Source: an optimization exercise on an open RTL-to-GDS flow (aim: small area). Production flows keep margins and buffers that such runs may drop. Function was checked by simulation only, so behaviour that the tests miss may differ from the original. Power and IR drop assume default switching activity.

<file path="flow/flow/run.sh">
#!/bin/bash
# The standard layout, with two changes:
#  - port buffers are the smallest buffer cell (buf_1) instead of the one buffer_ports picks;
#    repair_design still resizes or buffers them where a load needs it;
#  - CTS uses clkbuf_16 only, with sink clusters of up to 20 flip-flops within 100 um,
#    and adds no dummy loads.
# make's full output (which holds every tool's output) goes to flow_make.log here;
# ORFS also keeps each step's log under orfs/logs/.
set -euo pipefail
cd "$(dirname "$0")/.."
bash standard.sh \
  "BUFFER_PORTS_ARGS=-buffer_cell sky130_fd_sc_hd__buf_1" \
  "CTS_ARGS=-sink_clustering_enable -repair_clock_nets -sink_clustering_size 20 -sink_clustering_max_diameter 100 -buf_list sky130_fd_sc_hd__clkbuf_16 -dont_use_dummy_load" \
  finish > flow_make.log 2>&1
</file>
<file path="flow/standard.sh">
#!/bin/bash
# synth_recipe.tcl (not shown) runs the flow's synth.tcl, then flattens the netlist and writes it again
# the make line also repeats each setting of config.mk as NAME=value (left out here)
make -C /OpenROAD-flow-scripts/flow DESIGN_CONFIG=/design/flow/config.mk WORK_HOME=/design/flow/orfs CLKGATE_MAP_FILE= SYNTH_SCRIPT=/design/flow/synth_recipe.tcl "${@:-finish}"
</file>
<file path="flow/config.mk">
export PLATFORM = sky130hd
export DESIGN_NAME = wb_reg_file
export DESIGN_NICKNAME = wb_reg_file
export VERILOG_FILES = /design/flow/design.v
export SDC_FILE = /design/flow/constraint.sdc
export NUM_CORES = 4
export LEC_CHECK = 0
export CAP_MARGIN = 20
export CORE_MARGIN = 2
export CORE_UTILIZATION = 40
export SLEW_MARGIN = 20
export SYNTH_HIERARCHICAL = 1
export SYNTH_MINIMUM_KEEP_SIZE = 0
</file>
<file path="flow/constraint.sdc">
create_clock -name core_clock -period 7.0 [get_ports {clk}]
set_input_delay 1.4000 -clock core_clock [delete_from_list [all_inputs] [get_ports {clk}]]
set_output_delay 1.4000 -clock core_clock [all_outputs]
set_load 0.01 [all_outputs]
</file>
<file path="flow/design.v">
module wb_reg_file_wcell (
    input  logic q,
    input  logic x,
    input  logic we,
    input  logic we_n,
    output logic d
);
    assign d = ~((q | we) & (x | we_n));
endmodule
module wb_reg_file_aoi3 (
    input  logic [2:0] s,
    input  logic [2:0] d,
    output logic       y_n
);
    assign y_n = ~|(s & d);
endmodule
module wb_reg_file_nand (
    input  logic [3:0] a,
    output logic       y
);
    assign y = ~&a;
endmodule
module wb_reg_file_nand3 (
    input  logic [2:0] a,
    output logic       y
);
    assign y = ~&a;
endmodule
module wb_reg_file_nand2 (
    input  logic [1:0] a,
    output logic       y
);
    assign y = ~&a;
endmodule
module wb_reg_file_or3 (
    input  logic [2:0] a,
    output logic       y
);
    assign y = |a;
endmodule
module wb_reg_file_xor (
    input  logic a,
    input  logic b,
    output logic y
);
    assign y = a ^ b;
endmodule
module wb_reg_file_rdbit (
    input  logic [30:0] s,
    input  logic [30:0] d,
    input  logic        ph,
    output logic        q
);
    logic [10:0] y_n;
    logic [2:0]  z;
    logic        q_or;
    for (genvar k = 0; k < 10; k++) begin : g_aoi
        wb_reg_file_aoi3 u_aoi (.s(s[3*k+2:3*k]), .d(d[3*k+2:3*k]), .y_n(y_n[k]));
    end
    wb_reg_file_nand2 u_y10 (.a({s[30], d[30]}), .y(y_n[10]));
    wb_reg_file_nand  u_z0 (.a(y_n[3:0]), .y(z[0]));
    wb_reg_file_nand  u_z1 (.a(y_n[7:4]), .y(z[1]));
    wb_reg_file_nand3 u_z2 (.a(y_n[10:8]), .y(z[2]));
    wb_reg_file_or3   u_or (.a(z), .y(q_or));
    wb_reg_file_xor   u_ph (.a(q_or), .b(ph), .y(q));
endmodule
module wb_reg_file #(
    parameter int DATA_W = 32,
    parameter int ADDR_W = 5
) (
    input  logic              clk,
    input  logic              rst,
    input  logic              RegWrite,
    input  logic [ADDR_W-1:0] WriteReg,
    input  logic [DATA_W-1:0] WriteData,
    input  logic [ADDR_W-1:0] ReadReg1,
    input  logic [ADDR_W-1:0] ReadReg2,
    output logic [DATA_W-1:0] ReadData1,
    output logic [DATA_W-1:0] ReadData2
);
    localparam int DEPTH = 1 << ADDR_W;
    logic [DATA_W-1:0] regs [1:DEPTH-1];
    logic [DATA_W-1:0] regs_d [1:DEPTH-1];
    logic [DEPTH-1:1]  valid;
    logic              ph;
    logic [DEPTH-1:1]  wsel, wsel_n;
    logic [DEPTH-2:0]  rsel1, rsel2;
    logic [DATA_W-1:0] wx;
    logic              ph1, ph2;
    always_comb begin
        for (int i = 1; i < DEPTH; i++) begin
            wsel[i]    = RegWrite && (WriteReg == ADDR_W'(i));
            wsel_n[i]  = !wsel[i];
            rsel1[i-1] = valid[i] && (ReadReg1 == ADDR_W'(i));
            rsel2[i-1] = valid[i] && (ReadReg2 == ADDR_W'(i));
        end
    end
    assign wx  = WriteData ^ {DATA_W{ph}};
    assign ph1 = ph && |rsel1;
    assign ph2 = ph && |rsel2;
    always_ff @(posedge clk or posedge rst) begin
        if (rst) begin
            valid <= '0;
            ph    <= 1'b0;
        end else begin
            valid <= valid | wsel;
            ph    <= !ph;
        end
    end
    for (genvar i = 1; i < DEPTH; i++) begin : g_reg
        for (genvar b = 0; b < DATA_W; b++) begin : g_bit
            wb_reg_file_wcell u_wc (
                .q(regs[i][b]), .x(wx[b]), .we(wsel[i]), .we_n(wsel_n[i]), .d(regs_d[i][b])
            );
        end
        always_ff @(posedge clk) regs[i] <= regs_d[i];
    end
    for (genvar b = 0; b < DATA_W; b++) begin : g_bit
        logic [DEPTH-2:0] col;
        for (genvar i = 1; i < DEPTH; i++) begin : g_col
            assign col[i-1] = regs[i][b];
        end
        wb_reg_file_rdbit u_rd1 (.s(rsel1), .d(col), .ph(ph1), .q(ReadData1[b]));
        wb_reg_file_rdbit u_rd2 (.s(rsel2), .d(col), .ph(ph2), .q(ReadData2[b]));
    end
endmodule
</file>
==> metrics.yaml, run 1 <==
grt_max_degree: 35
grt_pass1_vias: 35691
tightestPinTransition_ns: 1.23
cts-root-buf: "clkbuf_16"
drc_errors: 0
critPathTopFamily: "simple AND/OR/NAND/NOR gates"
row_count: 112
antenna_left: 0
grt_pass1_wl_mm: 258
drive_gt1_share_pct: 8.27
synth_area_leaders: "dfxtp_1 53%, a222oi_1 17%, o22ai_1 17%"
multiInputGateArea_mm2: 0.0172
ctsResizeCount: 0
wl_mm: 183
hpwl_mm: 110
syn-cell-area_mm2: 0.0374
relSlewSlack_pct: 17.9
yosysWarnings: 10
ys_dominant_reg_cell: "dfxtp_1"
synthXorXnorAreaFrac_pct: 2.25
die_w_um: 310
r2r_end: "regs[18][12]"
final_max_slew_viol_count: 0
antenna_found_initial: 16
cp.required_ns: 5.60
fin_tns_setup_ns: 0
synth_nets: 3393
ys_ff_latch: 1024
leakage_uw: 0.0152
finalCritPeriodShare_pct: 91.1
critPathKind: "input pin to primary output"
critPathMaxFanout: 19
cap_violations: 0
slowest_stage: "nand4_1"
fin_skew_ns: 0.0530
die_h_um: 310
gp_congestion: 0.968
synth_mux_area_share_pct: 0.0836
path_common_cell: "buf_1"
critPathMaxStageDelay_ns: 0.60
peakVddDrop_mv: 0.188
r2r_slack_ns: 3.80
synth.distinct_cells: 47
fmax_ghz: 0.157
grt_usage_pct: 36.5
cts.hold.buffers_added: 0
fillers: 8855
endpoint: "ReadData2[26]"
async_flop_share_pct: 3.13
synth_top_area_cell: "dfxtp_1"
tritoncts: "done"
cts_buffers: 57
portBuffers: 113
drt-initial-drc-count: 9665
path_depth: 9
overflow: 0
outcome: "no timing/DRC/antenna violations"
ios: 114
die_area_mm2: 0.0960
clk_pin_slew_ns: 0.08
crit_path_start_kind: "input pin"
critPathLaunch: "ReadReg2[4]"
layout_common_cells: "994 x o22ai_1, 992 x dfxtp_1, 640 x a222oi_1"
area_growth_pct: 13.8
synth_compound_area_share_pct: 34.2
post-cts-setup-buffers: 0
htreeDepth: 2
first_pass_iters: 14
post_dp_cell_area_mm2: 0.0410
post_synth_fa_ha_maj_area_fraction_pct: 0
initial_core_util_pct: 40.2
power.density_mw_per_mm2: 327
seqCellArea_mm2: 0.0207
finalCriticalPeriod_ns: 6.38
layout_commonest_cell: "o22ai_1"
cts.sinks: 1024
syn_inst: 3343
fin_nets: 3680
via_per_inst: 7.95
wl_per_cell_um: 37.4
synth_edf_count: 0
synth_sequential_area_ratio_pct: 55.2
worst_ep_arrival_time_ns: 4.98
hold_violations: 0
num_vias: 38904
clk_latency_ns: 0.69
r2r_start: "ph"
rsz0062_at_grt: "no"
synth_top_family_by_area: "compound AO/OA/AOI/OAI gates"
synth-simple-area-share_pct: 7.63
synth_top_area_share_pct: 53.1
ff2ff_path_depth: 3
syn_area_per_cell_um2: 11.2
path_cells: "buf_1 > nor3b_1 > and3_1 > buf_4 > a222oi_1 > nand4_1 > or3_1 > xor2_1 > buf_1"
fin_area_mm2: 0.0426
crit_path_end_kind: "primary output"
setup_violations: 0
clockBufferDepth: 3
core_area_mm2: 0.0930
hold_path_class: "flip-flop to flip-flop"
worst-path-buf-inv: 3
sequential cells by signal, summed over array words and instances (netlist names):
register,count
valid,31
regs,992
ph,1
per-module statistics from Yosys, one instance, submodules excluded, excerpt:
module             times used  flops+latches  area, um^2  cells
wb_reg_file_xor            64              0        8.76      1
wb_reg_file_wcell         992              0        6.26      1
wb_reg_file                 1           1024       22500   1327
wb_reg_file_aoi3          640              0        10.0      1
wb_reg_file_nand2          64              0        3.75      1
wb_reg_file_or3            64              0        6.26      1
wb_reg_file_nand3          64              0        5.00      1
worst min path at each step:
stage	from	to	slack, ns	cells past startpoint
final	regs[31][27]	regs[31][27]	0.47	1
after detailed placement	regs[1][18]	regs[1][18]	0.46	1
after global routing	regs[26][0]	regs[26][0]	0.48	1
after floorplan	valid[24]	valid[24]	0.44	1
after global placement	regs[16][13]	regs[16][13]	0.45	1
after CTS	regs[23][27]	regs[23][27]	0.47	1
synth_stat cells (6+ instances only):
cell type / n
xor2_1: 96
or3_1: 65
nand4_1: 128
inv_1: 35
o22ai_1: 994
a222oi_1: 640
and3_1: 52
nand2b_1: 33
dfxtp_1: 992
clkbuf_1: 11
nor4_1: 6
nand2_1: 106
nor2_1: 15
nor2b_1: 6
dfrtp_1: 32
nand3_1: 68
final cells by class:
type | instances | share of cell area (%)
sequential | 1024 | 48.5
multi-input combinational | 2266 | 40.4
tap | 1254 | 3.68
timing repair buffer | 246 | 3.63
clock buffer | 57 | 3.35
inverter | 35 | 0.309
antenna | 9 | 0.0529
logic make-up after synthesis:
group                  Yosys count
AO/OA/AOI/OAI                 1655
XOR/XNOR                        96
buffers and inverters           53
flip-flops                    1024
multiplexers                     3
AND/OR/NAND/NOR                512
power breakdown:
group          internal, uW  total, uW  switching, uW
Combinational           969       2200           1230
Clock                  1440       3390           1950
Sequential             7250       8350           1100
metal layers:
layer	vias to the layer above	GRT usage [%]	wire length, um
met4	8	23.6	14200
met5	-	1.47	64
met2	3534	50.6	72700
li1	15788	-	-
met3	668	11.0	28600
met1	18906	48.9	67400
stage by stage:
| stage | util, % | cells | hold WS [ns] | power (uW) | setup WS [ns] |
|---|---|---|---|---|---|
| after floorplan | - | 3343 | 0.440 | 9540 | 1.30 |
| after global placement | 44.1 | 4820 | 0.451 | 10500 | 1.01 |
| after detailed placement | 44.1 | 4821 | 0.459 | 10500 | 0.967 |
| after CTS | 45.6 | 4878 | 0.472 | 13800 | 0.955 |
| after global routing | 45.8 | 4887 | 0.484 | 14400 | 0.679 |
| final | 45.8 | 4891 | 0.471 | 13900 | 0.623 |
worst reg2reg max path, stage by stage (launching register included):
cell and delay (ns):
dfrtp_4 1.01, buf_4 0.82, xor2_4 0.99, o22ai_1 0.22
==> run 2: changes to the inputs <==
==> flow/flow/run.sh (replaced) <==
#!/bin/bash
# The standard layout, with two changes:
#  - port buffers are the smallest buffer cell (buf_1) instead of the one buffer_ports picks;
#    repair_design still resizes or buffers them where a load needs it;
#  - CTS uses clkbuf_16 only, with sink clusters of up to 26 flip-flops within 110 um,
#    and adds no dummy loads.
# make's full output (which holds every tool's output) goes to flow_make.log here;
# ORFS also keeps each step's log under orfs/logs/.
set -euo pipefail
cd "$(dirname "$0")/.."
bash standard.sh \
  "BUFFER_PORTS_ARGS=-buffer_cell sky130_fd_sc_hd__buf_1" \
  "CTS_ARGS=-sink_clustering_enable -repair_clock_nets -sink_clustering_size 26 -sink_clustering_max_diameter 110 -buf_list sky130_fd_sc_hd__clkbuf_16 -dont_use_dummy_load" \
  finish > flow_make.log 2>&1
==> metrics.yaml, run 2 <==
r2r_start: "ph"
antenna_left: 0
hp-start: "regs[29][15]"
setup_ws_ns: 0.703
setup_violations: 0
peakVddDrop_mv: 0.210
fillers: 8883
grt_max_degree: 35
cts.hold.buffers_added: 0
finalCriticalPeriod_ns: 6.30
rsz0062_at_grt: "no"
r2r_slack_ns: 3.82
top_register: "regs"
clk_latency_ns: 0.65
die_w_um: 310
synth_top_area_cell: "dfxtp_1"
synth_sequential_area_ratio_pct: 55.2
yosysMostFrequentCell: "o22ai_1"
synth_common_cells: "994 x o22ai_1, 992 x dfxtp_1, 640 x a222oi_1"
htreeDepth: 2
leakage_uw: 0.0151
die_area_mm2: 0.0960
wl_per_cell_um: 37.4
r2r_end: "regs[18][12]"
initial_core_util_pct: 40.2
syn_inst: 3343
yosysWarnings: 10
fin_tns_setup_ns: 0
multiInputGateArea_mm2: 0.0172
hold_path_depth: 1
worst_ep_arrival_time_ns: 4.90
top_layer_used: "met5"
ys_ff_latch: 1024
fmax_ghz: 0.159
ff2ff_path_depth: 3
dr_wl_met3_mm: 28.1
hold_path_class: "flip-flop to flip-flop"
antenna_found_initial: 19
relSlewSlack_pct: 19.6
syn-cell-area_mm2: 0.0374
crit_path_end_kind: "primary output"
grt_pass1_vias: 35730
gp_congestion: 0.968
final_max_slew_viol_count: 0
post-cts-setup-buffers: 0
portBuffers: 113
outcome: "no timing/DRC/antenna violations"
synth.distinct_cells: 47
pre_cts_ws_ns: 0.967
hpwl_mm: 110
drc_errors: 0
clk_pin_slew_ns: 0.10
largestRegisters: "regs x992, valid x31, ph x1"
synth_nets: 3393
drive_gt1_share_pct: 7.96
finalCritPeriodShare_pct: 90.0
layout_common_cells: "994 x o22ai_1, 992 x dfxtp_1, 640 x a222oi_1"
post-route-util_pct: 45.4
num_vias: 38670
ctsResizeCount: 0
fin_nets: 3668
tightestPinTransition_ns: 1.20
synth_area_leaders: "dfxtp_1 53%, a222oi_1 17%, o22ai_1 17%"
critPathMaxFanout: 20
cap_violations: 0
crit_path_start_kind: "input pin"
drt-initial-drc-count: 9662
worst_hold_path.endpoint: "regs[29][15]"
critPathKind: "input pin to primary output"
synth_edf_count: 0
clockBufferDepth: 3
ios: 114
seqCellArea_mm2: 0.0207
grt_usage_pct: 36.5
largest_reg_flops: 992
fin_skew_ns: 0.0487
tritoncts: "done"
core_area_mm2: 0.0930
cts.sinks: 1024
die_h_um: 310
via_per_inst: 7.93
wl_met1_mm: 67.7
cts_buffers: 45
met2_length_mm: 72.8
area_growth_pct: 13.0
power.density_mw_per_mm2: 321
cp.required_ns: 5.60
syn_area_per_cell_um2: 11.2
async_flop_share_pct: 3.13
cts-root-buf: "clkbuf_16"
hold_violations: 0
wl_mm: 182
ys_dominant_reg_cell: "dfxtp_1"
overflow: 0
synth_top_area_share_pct: 53.1
row_count: 112
layout_commonest_cell: "o22ai_1"
first_pass_iters: 15
grt_pass1_wl_mm: 257
run 2: cell counts after synthesis:
Identical to the previous run, type by type.
run 2: layout make-up:
cell class                      count  area share (%)
Antenna cell                        9          0.0533
Clock buffer                       45            2.66
Inverter                           35           0.311
Multi-Input combinational cell   2266            40.7
Sequential cell                  1024            48.9
Tap cell                         1254            3.71
Timing Repair Buffer              246            3.66
run 2: kinds of logic after synthesis:
kind of cell / after synthesis / synth area share [%]
and+or+nand+nor: 512 / 7.63
buffers and inverters: 53 / 0.585
xor gates and xnor gates: 96 / 2.25
AOI/OAI and AO/OA: 1655 / 34.2
DFF: 1024 / 55.2
muxes: 3 / 0.0836
run 2: per-layer routing:
layer | GRT usage [%] | vias to the layer above
li1 | - | 15763
met1 | 48.9 | 18735
met2 | 50.8 | 3486
met3 | 11.1 | 676
met4 | 22.8 | 10
met5 | 2.12 | -
run 2: power by group:
group	internal, uW	switching [uW]	leakage (uW)	total (uW)
clock network	1160	1880	0.000555	3030
registers	7240	1100	0.00887	8340
logic	969	1240	0.00564	2200
run 2: worst max-delay path, stage by stage:
cell and delay (ns):
buf_1 0.20, and2_0 0.43, and3_1 0.59, buf_4 0.42, a222oi_1 0.45, nand4_1 0.51
or3_1 0.57, xor2_1 0.14, buf_1 0.16
run 2: per-module statistics from Yosys (local to each module, per instance), a selection:
module / flops+latches / cells inside
wb_reg_file_nand3: 0 / 1
wb_reg_file_xor: 0 / 1
wb_reg_file_wcell: 0 / 1
wb_reg_file_aoi3: 0 / 1
wb_reg_file_nand: 0 / 1
wb_reg_file: 1024 / 1327
wb_reg_file_nand2: 0 / 1
wb_reg_file_or3: 0 / 1
run 2: stage by stage:
step	std cells	area [um^2]	total power, uW	hold WS [ns]
after floorplan	3343	37400	9540	0.440
after global routing	4875	42300	14100	0.483
after CTS	4866	42100	13400	0.474
after detailed placement	4821	41000	10500	0.459
after global placement	4820	41000	10500	0.451
final	4879	42300	13600	0.475
run 2: worst max-delay path by stage:
stage                    end        start  slack (ns)
4_1_cts        ReadData2[30]  ReadReg2[4]        0.95
2_1_floorplan   ReadData2[0]  ReadReg2[1]        1.30
3_3_place_gp   ReadData2[30]  ReadReg2[4]        1.01
6_report       ReadData2[27]  ReadReg2[1]        0.70
5_1_grt        ReadData2[11]  ReadReg2[1]        0.69
3_5_place_dp   ReadData2[30]  ReadReg2[1]        0.97
==> run 3: changes to the inputs <==
==> flow/flow/run.sh (replaced) <==
#!/bin/bash
# The standard layout, with two changes:
#  - port buffers are the smallest buffer cell (buf_1) instead of the one buffer_ports picks;
#    repair_design still resizes or buffers them where a load needs it;
#  - CTS uses clkbuf_16 only, with sink clusters of up to 24 flip-flops within 100 um,
#    and adds no dummy loads.
# make's full output (which holds every tool's output) goes to flow_make.log here;
# ORFS also keeps each step's log under orfs/logs/.
set -euo pipefail
cd "$(dirname "$0")/.."
bash standard.sh \
  "BUFFER_PORTS_ARGS=-buffer_cell sky130_fd_sc_hd__buf_1" \
  "CTS_ARGS=-sink_clustering_enable -repair_clock_nets -sink_clustering_size 24 -sink_clustering_max_diameter 100 -buf_list sky130_fd_sc_hd__clkbuf_16 -dont_use_dummy_load" \
  finish > flow_make.log 2>&1
--- a/flow/config.mk
+++ b/flow/config.mk
@@ -8,5 +8,5 @@
 export CAP_MARGIN = 20
 export CORE_MARGIN = 2
-export CORE_UTILIZATION = 40
+export CORE_UTILIZATION = 50
 export SLEW_MARGIN = 20
 export SYNTH_HIERARCHICAL = 1
==> metrics.yaml, run 3 <==
outcome: "no timing/DRC/antenna violations"
synth_common_cells: "994 x o22ai_1, 992 x dfxtp_1, 640 x a222oi_1"
die_h_um: 278
via_per_inst: 8.70
grt_max_degree: 35
first_pass_iters: 15
power.density_mw_per_mm2: 326
post-cts-setup-buffers: 0
clockBufferDepth: 3
area_growth_pct: 11.6
tritoncts: "done"
drt-initial-drc-count: 9785
synth_area_leaders: "dfxtp_1 53%, a222oi_1 17%, o22ai_1 17%"
crit_path_start_kind: "input pin"
cts.sinks: 1024
synth_top_family_by_area: "compound AO/OA/AOI/OAI gates"
dp_cells: 4540
cts.hold.buffers_added: 0
syn_area_per_cell_um2: 11.2
grt_pass1_wl_mm: 268
top_register: "regs"
setup_violations: 0
synth_edf_count: 0
cp.required_ns: 5.60
clk_pin_slew_ns: 0.10
relSlewSlack_pct: 12.4
final_max_slew_viol_count: 0
portBuffers: 113
wl_mm: 190
peakVddDrop_mv: 0.237
hold_slack_ns: 0.475
antenna_left: 0
cts_buffers: 48
synth-simple-area-share_pct: 7.63
largest_reg_flops: 992
syn-cell-area_mm2: 0.0374
fin_tns_setup_ns: 0
clk_latency_ns: 0.65
overflow: 0
yosysWarnings: 10
grt_pass1_vias: 38366
fmax_ghz: 0.156
layout_commonest_cell: "o22ai_1"
finalCritPeriodShare_pct: 91.7
finalCriticalPeriod_ns: 6.42
gp_congestion: 0.980
critPathMaxFanout: 33
fin_area_mm2: 0.0418
die_w_um: 278
synth_compound_area_share_pct: 34.2
antenna_found_initial: 17
fillers: 6415
hold_violations: 0
ys_ff_latch: 1024
largestRegisters: "regs x992, valid x31, ph x1"
synthXorXnorAreaFrac_pct: 2.25
num_vias: 40018
synth_nets: 3393
grt_usage_pct: 47.0
drive_gt1_share_pct: 8.20
post_dp_cell_area_mm2: 0.0405
tightestPinTransition_ns: 1.31
core_area_mm2: 0.0742
htreeDepth: 2
critPathKind: "input pin to primary output"
hold_path_class: "flip-flop to flip-flop"
synth_mux_area_share_pct: 0.0836
cts-root-buf: "clkbuf_16"
fin_cells: 4598
yosysMostFrequentCell: "o22ai_1"
synth_top_area_share_pct: 53.1
synth.distinct_cells: 47
leakage_uw: 0.0151
row_count: 100
post-route-util_pct: 56.3
cap_violations: 0
initial_core_util_pct: 50.4
hpwl_mm: 109
worst_ep_arrival_time_ns: 5.02
wl_per_cell_um: 41.2
drc_errors: 0
rsz0062_at_grt: "no"
synth_sequential_area_ratio_pct: 55.2
ctsResizeCount: 0
crit_path_end_kind: "primary output"
fin_nets: 3674
ys_dominant_reg_cell: "dfxtp_1"
die_area_mm2: 0.0770
fin_skew_ns: 0.0310
ios: 114
layout_common_cells: "994 x o22ai_1, 992 x dfxtp_1, 640 x a222oi_1"
post_synth_fa_ha_maj_area_fraction_pct: 0
synth_top_area_cell: "dfxtp_1"
async_flop_share_pct: 3.13
syn_inst: 3343
## run 3: cell types whose count changed in the layout (fill, tap and decap cells not counted), sizes merged
cell,change
diode,-2
buf,+3
clkbuf,+3
## run 3: cells by family after synthesis
logic type / after synthesis
buffers and inverters: 53
AND/OR/NAND/NOR: 512
multiplexers: 3
flip-flops: 1024
XOR/XNOR: 96
AO/OA/AOI/OAI: 1655
## run 3: Yosys stat by module, one instance, submodules excluded, a selection
module             flip-flops and latches  cells inside  copies in the design  area, um^2
wb_reg_file                          1024          1327                     1       22500
wb_reg_file_aoi3                        0             1                   640        10.0
wb_reg_file_nand                        0             1                   128        6.26
wb_reg_file_nand2                       0             1                    64        3.75
wb_reg_file_nand3                       0             1                    64        5.00
wb_reg_file_or3                         0             1                    64        6.26
wb_reg_file_wcell                       0             1                   992        6.26
wb_reg_file_xor                         0             1                    64        8.76
## run 3: final timing paths
check                             start             to  slack, ns  cells past startpoint
max reg2reg                          ph    regs[15][3]       4.24                      3
min                        regs[21][11]   regs[21][11]       0.47                      1
min in group asynchronous           rst             ph       0.83                      3
min reg2reg                regs[21][11]   regs[21][11]       0.47                      1
max                         ReadReg2[1]  ReadData2[12]       0.58                      8
max in group asynchronous           rst             ph       5.81                      3
## run 3: power breakdown
part           internal, uW  switching (uW)
logic                   961            1180
clock network          1230            1860
registers              7240            1130
total                  9430            4180
## run 3: critical path, cell delays in order
cell and delay [ns]:
buf_1 0.22, and2_0 0.39, and3_2 0.71, a222oi_1 0.59, nand4_1 0.73, or3_1 0.64, xor2_1 0.15, buf_1 0.17
## run 3: final cells by class
type	instances	area, um^2	area share, %
antenna	7	17.5	0.0420
clock buffer	48	1200	2.88
inverter	35	131	0.315
multi-input combinational	2266	17000	40.8
sequential	1024	20700	49.5
tap	969	1210	2.90
timing repair buffer	249	1510	3.62
## run 3: through the flow
| stage | power [uW] | setup WS [ns] |
|---|---|---|
| CTS | 13500 | 0.905 |
| global route | 14100 | 0.573 |
| floorplan | 9540 | 1.30 |
| detailed placement | 10500 | 0.923 |
| finish | 13600 | 0.583 |
| global placement | 10300 | 0.972 |
## run 3: routing by layer
| metal | vias to the layer above | global-route usage [%] | wire (um) |
|---|---|---|---|
| met4 | 10 | 35.7 | 17900 |
| li1 | 15756 | - | - |
| met5 | - | 0.438 | 103 |
| met3 | 1104 | 17.0 | 30100 |
| met2 | 3913 | 67.7 | 77000 |
| met1 | 19235 | 57.4 | 64600 |

[afterwards: timing with drivers on the ports]
The flow's constraints put no driver on any port. The routed layouts listed below were extracted and timed again, unchanged, in two steps.
Step 1 assumes that a clkbuf_16 drives the clock port and a buf_2 every other input.
Step 2 adds t to the input delays and takes it off the output delays; t is the mean of the earliest and latest rising clock arrival at the registers after step 1. Input paths then give back, and output paths get back, about the clock's delay inside the block.
Three values: no drivers, after step 1, after step 2; two values: the first two.
run	t, ns	setup slack, ns	worst setup path after step 2
run 1	0.725	0.623 / 0.563 / 0.563	input to output
run 2	0.694	0.703 / 0.595 / 0.595	input to output
run 3	0.705	0.583 / 0.498 / 0.498	input to output
After both steps setup and hold are still met in every run listed. The setup slack of run 2, which loses most, moves by -0.108 ns with the drivers and by -0.108 ns with both steps.
